Background: an optimization exercise with open tools, aiming at small area, a short achievable clock period and few clock cycles. Do not read the settings as production practice.
Function was checked by simulation only, so behaviour that the tests miss may differ from the original.

<file path="design/flow/run.sh">
#!/bin/bash
# synth_recipe.tcl (not shown) runs the flow's synth.tcl, then flattens the netlist and writes it again
# the make line also repeats each setting of config.mk as NAME=value (left out here)
make -C /OpenROAD-flow-scripts/flow DESIGN_CONFIG=/design/flow/config.mk WORK_HOME=/design/flow/orfs CLKGATE_MAP_FILE= SYNTH_SCRIPT=/design/flow/synth_recipe.tcl finish
</file>
<file path="design/flow/config.mk">
export PLATFORM = sky130hd
export DESIGN_NAME = exec_unit
export DESIGN_NICKNAME = exec_unit
export VERILOG_FILES = /design/flow/design.v
export SDC_FILE = /design/flow/constraint.sdc
export NUM_CORES = 4
export LEC_CHECK = 0
export CAP_MARGIN = 20
export CORE_MARGIN = 2
export CORE_UTILIZATION = 30
export SLEW_MARGIN = 20
</file>
<file path="design/flow/constraint.sdc">
create_clock -name core_clock -period 12.0 [get_ports {CLK}]
set_input_delay 2.4000 -clock core_clock [delete_from_list [all_inputs] [get_ports {CLK}]]
set_output_delay 2.4000 -clock core_clock [all_outputs]
set_load 0.01 [all_outputs]
</file>
<file path="design/flow/design.v">
`default_nettype none
package exec_pkg;
   localparam int XLEN   = 32;    
   localparam int REG_AW = 5;
   localparam int INS_W  = 16;
   localparam int FLAG_W = 4;
   localparam int OPC_LSB = 10;
   localparam int OPC_W   = 6;
   localparam int RD_LSB  = 5;    
   localparam int RS_LSB  = 0;    
   localparam int IMM_W   = 5;
   localparam int COND_W  = 4;
   localparam int FLAG_Z  = 0;
   localparam int FLAG_S  = 1;
   localparam int FLAG_OV = 2;
   localparam int FLAG_CY = 3;
   typedef enum logic [OPC_W-1:0] {
      OP_MOV_R = 6'b000000,
      OP_ADD_R = 6'b000001,
      OP_SUB_R = 6'b000010,
      OP_CMP_R = 6'b000011,
      OP_SHL_R = 6'b000100,
      OP_SHR_R = 6'b000101,
      OP_SAR_R = 6'b000111,
      OP_OR_R  = 6'b001100,
      OP_AND_R = 6'b001101,
      OP_XOR_R = 6'b001110,
      OP_NOT_R = 6'b001111,
      OP_MOV_I = 6'b010000,
      OP_ADD_I = 6'b010001,
      OP_SETF  = 6'b010010,
      OP_CMP_I = 6'b010011,
      OP_SHL_I = 6'b010100,
      OP_SHR_I = 6'b010101,
      OP_SAR_I = 6'b010111,
      OP_HALT  = 6'b011010
   } opcode_t;
   typedef enum logic [3:0] {
      ALU_MOV = 4'b0000,
      ALU_ADD = 4'b0001,
      ALU_SUB = 4'b0010,
      ALU_SHL = 4'b0100,
      ALU_SHR = 4'b0101,
      ALU_SAR = 4'b0111,
      ALU_OR  = 4'b1100,
      ALU_AND = 4'b1101,
      ALU_XOR = 4'b1110,
      ALU_NOT = 4'b1111
   } alu_op_t;
   typedef enum logic [1:0] {
      UPD_NONE  = 2'd0,
      UPD_ARITH = 2'd1,    
      UPD_LOGIC = 2'd2     
   } flag_upd_t;
   typedef enum logic [1:0] {
      ST_IDLE    = 2'd0,
      ST_EXECUTE = 2'd1,
      ST_COMMIT  = 2'd2,
      ST_HALTED  = 2'd3
   } ctrl_state_t;
endpackage
`default_nettype wire
`default_nettype none
module exec_regfile (
   input  wire                           CLK,
   input  wire  [exec_pkg::REG_AW-1:0]   rs_addr,
   input  wire  [exec_pkg::REG_AW-1:0]   rd_addr,
   output logic [exec_pkg::XLEN-1:0]     rs_data,
   output logic [exec_pkg::XLEN-1:0]     rd_data,
   input  wire                           wr_en,
   input  wire  [exec_pkg::REG_AW-1:0]   wr_addr,
   input  wire  [exec_pkg::XLEN-1:0]     wr_data
);
   logic [exec_pkg::XLEN-1:0] regs [0:(1 << exec_pkg::REG_AW)-1];
   assign rs_data = (rs_addr == '0) ? '0 : regs[rs_addr];
   assign rd_data = (rd_addr == '0) ? '0 : regs[rd_addr];
   always_ff @(posedge CLK) begin
      if (wr_en) begin
         regs[wr_addr] <= wr_data;
      end
   end
endmodule
`default_nettype wire
`default_nettype none
module exec_decode (
   input  wire                            CLK,
   input  wire                            arst_n,
   input  wire                            load_ins,
   input  wire  [exec_pkg::INS_W-1:0]     ins,
   output logic [exec_pkg::REG_AW-1:0]    rs_addr,
   output logic [exec_pkg::REG_AW-1:0]    rd_addr,
   output logic [exec_pkg::IMM_W-1:0]     imm5,
   output exec_pkg::alu_op_t              alu_op,
   output logic                           use_imm,
   output logic                           is_setf,
   output logic [exec_pkg::COND_W-1:0]    cond,
   output exec_pkg::flag_upd_t            flag_upd,
   output logic                           reg_write,
   output logic                           is_halt
);
   logic [exec_pkg::INS_W-1:0] ir;
   exec_pkg::opcode_t          opc;
   logic                       imm_form;
   always_ff @(posedge CLK or negedge arst_n) begin
      if (!arst_n) begin
         ir <= '0;    
      end else if (load_ins) begin
         ir <= ins;
      end
   end
   assign opc      = exec_pkg::opcode_t'(ir[exec_pkg::OPC_LSB +: exec_pkg::OPC_W]);
   assign rs_addr  = ir[exec_pkg::RS_LSB +: exec_pkg::REG_AW];
   assign rd_addr  = ir[exec_pkg::RD_LSB +: exec_pkg::REG_AW];
   assign imm5     = ir[exec_pkg::RS_LSB +: exec_pkg::IMM_W];
   assign cond     = ir[exec_pkg::RS_LSB +: exec_pkg::COND_W];
   assign imm_form = ir[exec_pkg::OPC_LSB + 4];    
   always_comb begin
      alu_op    = exec_pkg::ALU_MOV;
      use_imm   = 1'b0;
      is_setf   = 1'b0;
      flag_upd  = exec_pkg::UPD_NONE;
      reg_write = 1'b0;
      is_halt   = 1'b0;
      case (opc)
         exec_pkg::OP_MOV_R, exec_pkg::OP_MOV_I: begin
            use_imm   = imm_form;
            reg_write = 1'b1;
         end
         exec_pkg::OP_ADD_R, exec_pkg::OP_ADD_I, exec_pkg::OP_SUB_R: begin
            alu_op    = exec_pkg::alu_op_t'(opc[3:0]);
            use_imm   = imm_form;
            flag_upd  = exec_pkg::UPD_ARITH;
            reg_write = 1'b1;
         end
         exec_pkg::OP_CMP_R, exec_pkg::OP_CMP_I: begin
            alu_op   = exec_pkg::ALU_SUB;    
            use_imm  = imm_form;
            flag_upd = exec_pkg::UPD_ARITH;
         end
         exec_pkg::OP_SHL_R, exec_pkg::OP_SHR_R, exec_pkg::OP_SAR_R,
         exec_pkg::OP_SHL_I, exec_pkg::OP_SHR_I, exec_pkg::OP_SAR_I,
         exec_pkg::OP_OR_R, exec_pkg::OP_AND_R, exec_pkg::OP_XOR_R,
         exec_pkg::OP_NOT_R: begin
            alu_op    = exec_pkg::alu_op_t'(opc[3:0]);
            use_imm   = imm_form;
            flag_upd  = exec_pkg::UPD_LOGIC;
            reg_write = 1'b1;
         end
         exec_pkg::OP_SETF: begin
            is_setf   = 1'b1;    
            reg_write = 1'b1;
         end
         exec_pkg::OP_HALT: is_halt = 1'b1;
         default: ;
      endcase
      if (rd_addr == '0) begin
         reg_write = 1'b0;
      end
   end
endmodule
`default_nettype wire
`default_nettype none
module exec_alu (
   input  wire                            CLK,
   input  wire                            exec_en,
   input  exec_pkg::alu_op_t              alu_op,
   input  wire                            use_imm,
   input  wire  [exec_pkg::IMM_W-1:0]     imm5,
   input  wire                            is_setf,
   input  wire                            cond_met,
   input  wire  [exec_pkg::XLEN-1:0]      rs_data,
   input  wire  [exec_pkg::XLEN-1:0]      rd_data,
   output logic [exec_pkg::XLEN-1:0]      result,
   output logic [exec_pkg::FLAG_W-1:0]    result_flags
);
   logic [exec_pkg::XLEN-1:0]   op1, op2, imm_ext, alu_out;
   logic [exec_pkg::FLAG_W-1:0] alu_fl;
   logic [4:0]                  shamt;
   logic                        sext;
   logic                        s1, s2, so;
   logic                        cy, ov;
   assign sext = (alu_op == exec_pkg::ALU_MOV) || (alu_op == exec_pkg::ALU_ADD) ||
                 (alu_op == exec_pkg::ALU_SUB);
   assign imm_ext = sext ? {{(exec_pkg::XLEN-exec_pkg::IMM_W){imm5[exec_pkg::IMM_W-1]}}, imm5}
                         : {{(exec_pkg::XLEN-exec_pkg::IMM_W){1'b0}}, imm5};
   always_comb begin
      if (is_setf) begin
         op1 = {{(exec_pkg::XLEN-1){1'b0}}, cond_met};
      end else if (use_imm) begin
         op1 = imm_ext;
      end else begin
         op1 = rs_data;
      end
   end
   assign op2   = rd_data;
   assign shamt = op1[4:0];
   assign s1    = op1[exec_pkg::XLEN-1];
   assign s2    = op2[exec_pkg::XLEN-1];
   assign so    = alu_out[exec_pkg::XLEN-1];
   always_comb begin
      cy      = 1'b0;
      ov      = 1'b0;
      alu_out = op1;
      case (alu_op)
         exec_pkg::ALU_MOV: alu_out = op1;
         exec_pkg::ALU_ADD: begin
            {cy, alu_out} = {1'b0, op2} + {1'b0, op1};
            ov = (s1 == s2) && (s2 != alu_out[exec_pkg::XLEN-1]);
         end
         exec_pkg::ALU_SUB: begin
            {cy, alu_out} = {1'b0, op2} - {1'b0, op1};    
            ov = (s1 != s2) && (s2 != alu_out[exec_pkg::XLEN-1]);
         end
         exec_pkg::ALU_SHL: {cy, alu_out} = {1'b0, op2} << shamt;
         exec_pkg::ALU_SHR: {alu_out, cy} = {op2, 1'b0} >> shamt;
         exec_pkg::ALU_SAR: {alu_out, cy} = $signed({op2, 1'b0}) >>> shamt;
         exec_pkg::ALU_OR:  alu_out = op2 | op1;
         exec_pkg::ALU_AND: alu_out = op2 & op1;
         exec_pkg::ALU_XOR: alu_out = op2 ^ op1;
         exec_pkg::ALU_NOT: alu_out = ~op1;
         default: ;
      endcase
   end
   always_comb begin
      alu_fl                    = '0;
      alu_fl[exec_pkg::FLAG_Z]  = (alu_out == '0);
      alu_fl[exec_pkg::FLAG_S]  = so;
      alu_fl[exec_pkg::FLAG_OV] = ov;
      alu_fl[exec_pkg::FLAG_CY] = cy;
   end
   always_ff @(posedge CLK) begin
      if (exec_en) begin
         result       <= alu_out;
         result_flags <= alu_fl;
      end
   end
endmodule
`default_nettype wire
`default_nettype none
module exec_flags (
   input  wire                            CLK,
   input  wire                            arst_n,
   input  wire                            commit,
   input  exec_pkg::flag_upd_t            flag_upd,
   input  wire  [exec_pkg::FLAG_W-1:0]    result_flags,
   input  wire  [exec_pkg::COND_W-1:0]    cond,
   output logic [exec_pkg::FLAG_W-1:0]    flags,
   output logic                           cond_met
);
   logic z, s, ov, cy;
   logic hit;
   always_ff @(posedge CLK or negedge arst_n) begin
      if (!arst_n) begin
         flags <= '0;
      end else if (commit) begin
         case (flag_upd)
            exec_pkg::UPD_ARITH: flags <= result_flags;
            exec_pkg::UPD_LOGIC: begin
               flags[exec_pkg::FLAG_Z]  <= result_flags[exec_pkg::FLAG_Z];
               flags[exec_pkg::FLAG_S]  <= result_flags[exec_pkg::FLAG_S];
               flags[exec_pkg::FLAG_OV] <= 1'b0;    
            end
            default: ;
         endcase
      end
   end
   assign z  = flags[exec_pkg::FLAG_Z];
   assign s  = flags[exec_pkg::FLAG_S];
   assign ov = flags[exec_pkg::FLAG_OV];
   assign cy = flags[exec_pkg::FLAG_CY];
   always_comb begin
      case (cond[2:0])
         3'd0:    hit = ov;               
         3'd1:    hit = cy;               
         3'd2:    hit = z;                
         3'd3:    hit = cy | z;           
         3'd4:    hit = s;                
         3'd5:    hit = 1'b1;             
         3'd6:    hit = s ^ ov;           
         default: hit = (s ^ ov) | z;     
      endcase
      cond_met = hit ^ cond[3];    
   end
endmodule
`default_nettype wire
`default_nettype none
module exec_ctrl (
   input  wire   CLK,
   input  wire   arst_n,
   input  wire   ins_valid,
   input  wire   is_halt,
   output logic  load_ins,
   output logic  exec_en,
   output logic  commit,
   output logic  busy,
   output logic  halted
);
   exec_pkg::ctrl_state_t state, state_nxt;
   always_ff @(posedge CLK or negedge arst_n) begin
      if (!arst_n) begin
         state <= exec_pkg::ST_IDLE;
      end else begin
         state <= state_nxt;
      end
   end
   always_comb begin
      state_nxt = state;
      case (state)
         exec_pkg::ST_IDLE: begin
            if (ins_valid) begin
               state_nxt = exec_pkg::ST_EXECUTE;
            end
         end
         exec_pkg::ST_EXECUTE: state_nxt = exec_pkg::ST_COMMIT;
         exec_pkg::ST_COMMIT:  state_nxt = is_halt ? exec_pkg::ST_HALTED : exec_pkg::ST_IDLE;
         exec_pkg::ST_HALTED:  state_nxt = exec_pkg::ST_HALTED;
      endcase
   end
   assign load_ins = ins_valid && (state == exec_pkg::ST_IDLE);
   assign exec_en  = (state == exec_pkg::ST_EXECUTE);
   assign commit   = (state == exec_pkg::ST_COMMIT);    
   assign busy     = (state != exec_pkg::ST_IDLE);
   assign halted   = (state == exec_pkg::ST_HALTED);
endmodule
`default_nettype wire
`default_nettype none
module exec_unit (
   input  wire                           CLK,
   input  wire                           arst_n,
   input  wire                           ins_valid,
   input  wire  [exec_pkg::INS_W-1:0]    ins,
   output wire                           busy,
   output wire                           done,
   output wire                           halted,
   output wire                           wr_en,
   output wire  [exec_pkg::REG_AW-1:0]   wr_addr,
   output wire  [exec_pkg::XLEN-1:0]     wr_data,
   output wire  [exec_pkg::FLAG_W-1:0]   flags
);
   wire                          load_ins, exec_en, commit;
   wire                          is_halt, use_imm, is_setf, reg_write, cond_met;
   wire [exec_pkg::REG_AW-1:0]   rs_addr, rd_addr;
   wire [exec_pkg::IMM_W-1:0]    imm5;
   wire [exec_pkg::COND_W-1:0]   cond;
   wire [exec_pkg::XLEN-1:0]     rs_data, rd_data, result;
   wire [exec_pkg::FLAG_W-1:0]   result_flags;
   exec_pkg::alu_op_t            alu_op;
   exec_pkg::flag_upd_t          flag_upd;
   assign done    = commit;
   assign wr_en   = commit & reg_write;
   assign wr_addr = rd_addr;
   assign wr_data = result;
   exec_ctrl u_ctrl (
      .CLK(CLK), .arst_n(arst_n), .ins_valid(ins_valid), .is_halt(is_halt),
      .load_ins(load_ins), .exec_en(exec_en), .commit(commit),
      .busy(busy), .halted(halted)
   );
   exec_decode u_decode (
      .CLK(CLK), .arst_n(arst_n), .load_ins(load_ins), .ins(ins),
      .rs_addr(rs_addr), .rd_addr(rd_addr), .imm5(imm5), .alu_op(alu_op),
      .use_imm(use_imm), .is_setf(is_setf), .cond(cond), .flag_upd(flag_upd),
      .reg_write(reg_write), .is_halt(is_halt)
   );
   exec_regfile u_regfile (
      .CLK(CLK), .rs_addr(rs_addr), .rd_addr(rd_addr),
      .rs_data(rs_data), .rd_data(rd_data),
      .wr_en(wr_en), .wr_addr(wr_addr), .wr_data(wr_data)
   );
   exec_alu u_alu (
      .CLK(CLK), .exec_en(exec_en), .alu_op(alu_op), .use_imm(use_imm),
      .imm5(imm5), .is_setf(is_setf), .cond_met(cond_met),
      .rs_data(rs_data), .rd_data(rd_data),
      .result(result), .result_flags(result_flags)
   );
   exec_flags u_flags (
      .CLK(CLK), .arst_n(arst_n), .commit(commit), .flag_upd(flag_upd),
      .result_flags(result_flags), .cond(cond),
      .flags(flags), .cond_met(cond_met)
   );
endmodule
`default_nettype wire
</file>
==> notes.md <==
## through the flow
step / area [sq um] / setup WS, ns / instances
2_1_floorplan: 60000 / 5.38 / 4421
6_report: 67500 / 2.77 / 7184
3_5_place_dp: 63900 / 3.30 / 6975
5_1_grt: 67500 / 2.66 / 7183
3_3_place_gp: 63800 / 3.28 / 6973
4_1_cts: 67500 / 3.24 / 7183
## kinds of logic (layout without fill, tap and decap cells)
family / after synthesis / after routing
flops: 1081 / 1081
compound gates: 1004 / 1004
mux: 886 / 886
simple gates: 859 / 859
buf+inv: 451 / 557
fa+ha+maj: 101 / 101
xor+xnor: 7 / 7
other cells: 1 / 33
## worst paths after layout
check	startpoint	endpoint	slack (ns)
setup / recovery	u_decode.ir[6]	u_alu.result_flags[0]	2.77
hold / removal	u_alu.result_flags[3]	u_flags.flags[3]	0.49
setup reg to reg	u_decode.ir[6]	u_alu.result_flags[0]	2.77
hold reg to reg	u_alu.result_flags[3]	u_flags.flags[3]	0.49
max in group asynchronous	arst_n	u_decode.ir[5]	9.55
min in group asynchronous	arst_n	u_ctrl.state[0]	2.07
## cells in the final DEF (no fill, tap or decap), types with 25 or more instances in the layout
cell type and instances:
edfxtp_1 1059, mux2i_1 524, mux4_2 319, nand2_1 307
o22ai_1 237, nor2_1 199, buf_4 170, o21ai_0 168
a21oi_1 151, clkbuf_16 115, ha_1 99, inv_1 98
nand3_1 64, clkdlybuf4s50_1 63, o211ai_1 62, nor4_1 53
nor3_1 41, a221oi_1 39, a211oi_1 38, nor2_4 34
mux2_2 32, conb_1 32, a31oi_1 31, nor2b_1 30
a22oi_1 30, clkbuf_1 29, o221ai_1 25
## critical path, cell delays in order, from the launching register on
cell	delay, ns
dfrtp_4	1.06
buf_12	0.51
buf_4	0.77
mux2i_1	0.34
o22ai_1	0.11
nor4_1	0.32
nand2_1	0.29
nand2_1	0.53
inv_1	0.14
ha_1	0.29
a21oi_1	0.16
o21bai_1	0.14
or4_1	0.53
o21ai_0	0.48
o31a_1	0.29
o41a_1	0.16
o21ai_0	0.21
nor4_1	0.75
o21ai_0	0.45
a211o_2	0.40
nor4_1	0.23
nand4_1	0.23
nor2_1	0.20
## sequential cells by signal, summed over array words and instances, names as in the netlist
| name | count |
|---|---|
| u_regfile.regs | 1024 |
| u_alu.result_flags | 4 |
| u_alu.result | 31 |
| u_decode.ir | 16 |
| u_ctrl.state | 2 |
| u_flags.flags | 4 |
## final cells by class
| type | instances | area share, % |
|---|---|---|
| inverters | 108 | 0.608 |
| clock inverters | 63 | 0.973 |
| multi-input cells | 2889 | 38.1 |
| flip-flops and latches | 1081 | 47.9 |
| well taps | 2656 | 4.92 |
| diodes | 1 | 0.00371 |
| clock buffers | 145 | 4.44 |
| repair buffers | 241 | 3.05 |
## per-layer routing
| metal | vias up | global-route usage, % | wire (um) |
|---|---|---|---|
| met4 | 12 | 11.3 | 13000 |
| li1 | 17800 | - | - |
| met5 | - | 0 | 80 |
| met1 | 22800 | 30.8 | 94800 |
| met2 | 3027 | 36.1 | 110000 |
| met3 | 642 | 5.70 | 28000 |
==> results.ini <==
[global_routing]
grt_max_degree=135
grt_use_total_pct=23.4
grt_pass1_wl_um=341000
antenna_found_initial=11
grt_pass1_vias=43100
grt-ovfl-total=0

[logic_synthesis]
async_flop_share_pct=2.04
synth_area_sq_um=59900
synth_top_area_share_pct=53.1
synth_top_family_by_area=multiplexers
ys_top_cells_by_area=edfxtp_1 (53%), mux4_2 (12%), mux2i_1 (8.8%), o22ai_1 (2.5%), ha_1 (2.1%)
synthAdderAreaFrac_pct=2.13
muxShareOfSynthArea_pct=21.8
synth-edff-count=1059
synth_top_cell_by_area=edfxtp_1
ys_types=110
yosysWarningCount=5
ys_seq_area_share_pct=54.0
synth_compound_area_share_pct=11.3
synth_simple_gate_area_share_pct=6.76
synth_ff_type=edfxtp_1
syn_inst=4390
avgSynthCellArea_sq_um=13.6
yosysMostFrequentCell=edfxtp_1
netlist_top_cells_count=edfxtp_1 (1059), mux2i_1 (524), mux4_2 (319), nand2_1 (308), o22ai_1 (237)
synth-seq-cells=1081
synthXorXnorAreaFrac_pct=0.102

[timing]
maxSlewHeadroom_pct=18.7
grt_setup_unrepaired=no
hold_viol=0
whs_ns=0.495
slew_viol_final=0
setup_viol_count_final=0
tightest_slew_ns=1.22
tns_ns=0
max_freq_mhz=108
period_share_pct=77.0
period_minus_slack_ns=9.23
skew_ns=0.0603

[detailed_routing]
ant_nets=0
vias_per_cell=6.16
routed_wl_um=246000
drc=0
drt_iter0_drc=6587
vias=44300
wl_per_cell_um=34.2
first_pass_iters=6

[layout]
seqCellArea_sq_um=32400
multi_input_comb_area_sq_um=25700
layout-drive-gt1-share_pct=17.7
fill_cells=19300
final_nets=4555
utilization_pct=33.9
areaGrowthSynthToFinish_pct=12.7

[clock_network]
cts_tree=yes
post_cts_buffers=0
clock-sinks=1081
hold_buffers=0
max-clock-path-buffers=3
cts_resized=0
cts-buffers-inserted=114
root_buffer=clkbuf_16
cts.clk_slew.worst_paths_ns=0.07
clock_latency_ns=0.76
htree_levels=3

[hold_path]
hold_class=flop to flop
hold_path_depth=1

[worst_setup_path]
critPathLaunchType=flop
arrival_ns=9.85
crit_fanout=123
worstSetupPathType=flop to flop
cp.required_ns=12.61
worstSetupEndpointType=flop
r2r_cells=22

[placement]
place_congestion=1.01
numPortBuffers=63
dp_hpwl_um=154000

[die]
fp-row-count=164
die_w_um=451
die_h_um=451
dieArea_sq_um=203000
ioPinCount=64
start_util_pct=30.1
coreArea_sq_um=199000

[outcome]
status=timing/DRC/antenna clean

[job]
cap_viol_max_count=0

Testbench counts, summed over its fixed seeds: cycles 72,000.

## static timing again, ports no longer ideal
Ports are ideal in the flow. The routed layout listed here was re-timed in OpenROAD. Step 1 assumes that a clkbuf_16 drives the clock port and a buf_2 every other input. Step 2 adds t to the input delays and takes it off the output delays; t is the mean of the earliest and latest rising clock arrival at the registers after step 1. Input paths then give back, and output paths get back, about the clock's delay inside the block. Slacks: ideal / step 1 / step 2; pairs: ideal / step 1.
t (ns): 0.816
slack for setup (ns): 2.765 / 2.765 / 2.765
worst hold slack (ns): 0.495 / 0.495 / 0.495
worst setup path at the end: register to register
cell pins on the clock port's net: 1
After both steps this run still meets setup and hold. For this run, drivers alone change the setup slack by 0.000 ns; drivers and shift together by 0.000 ns.
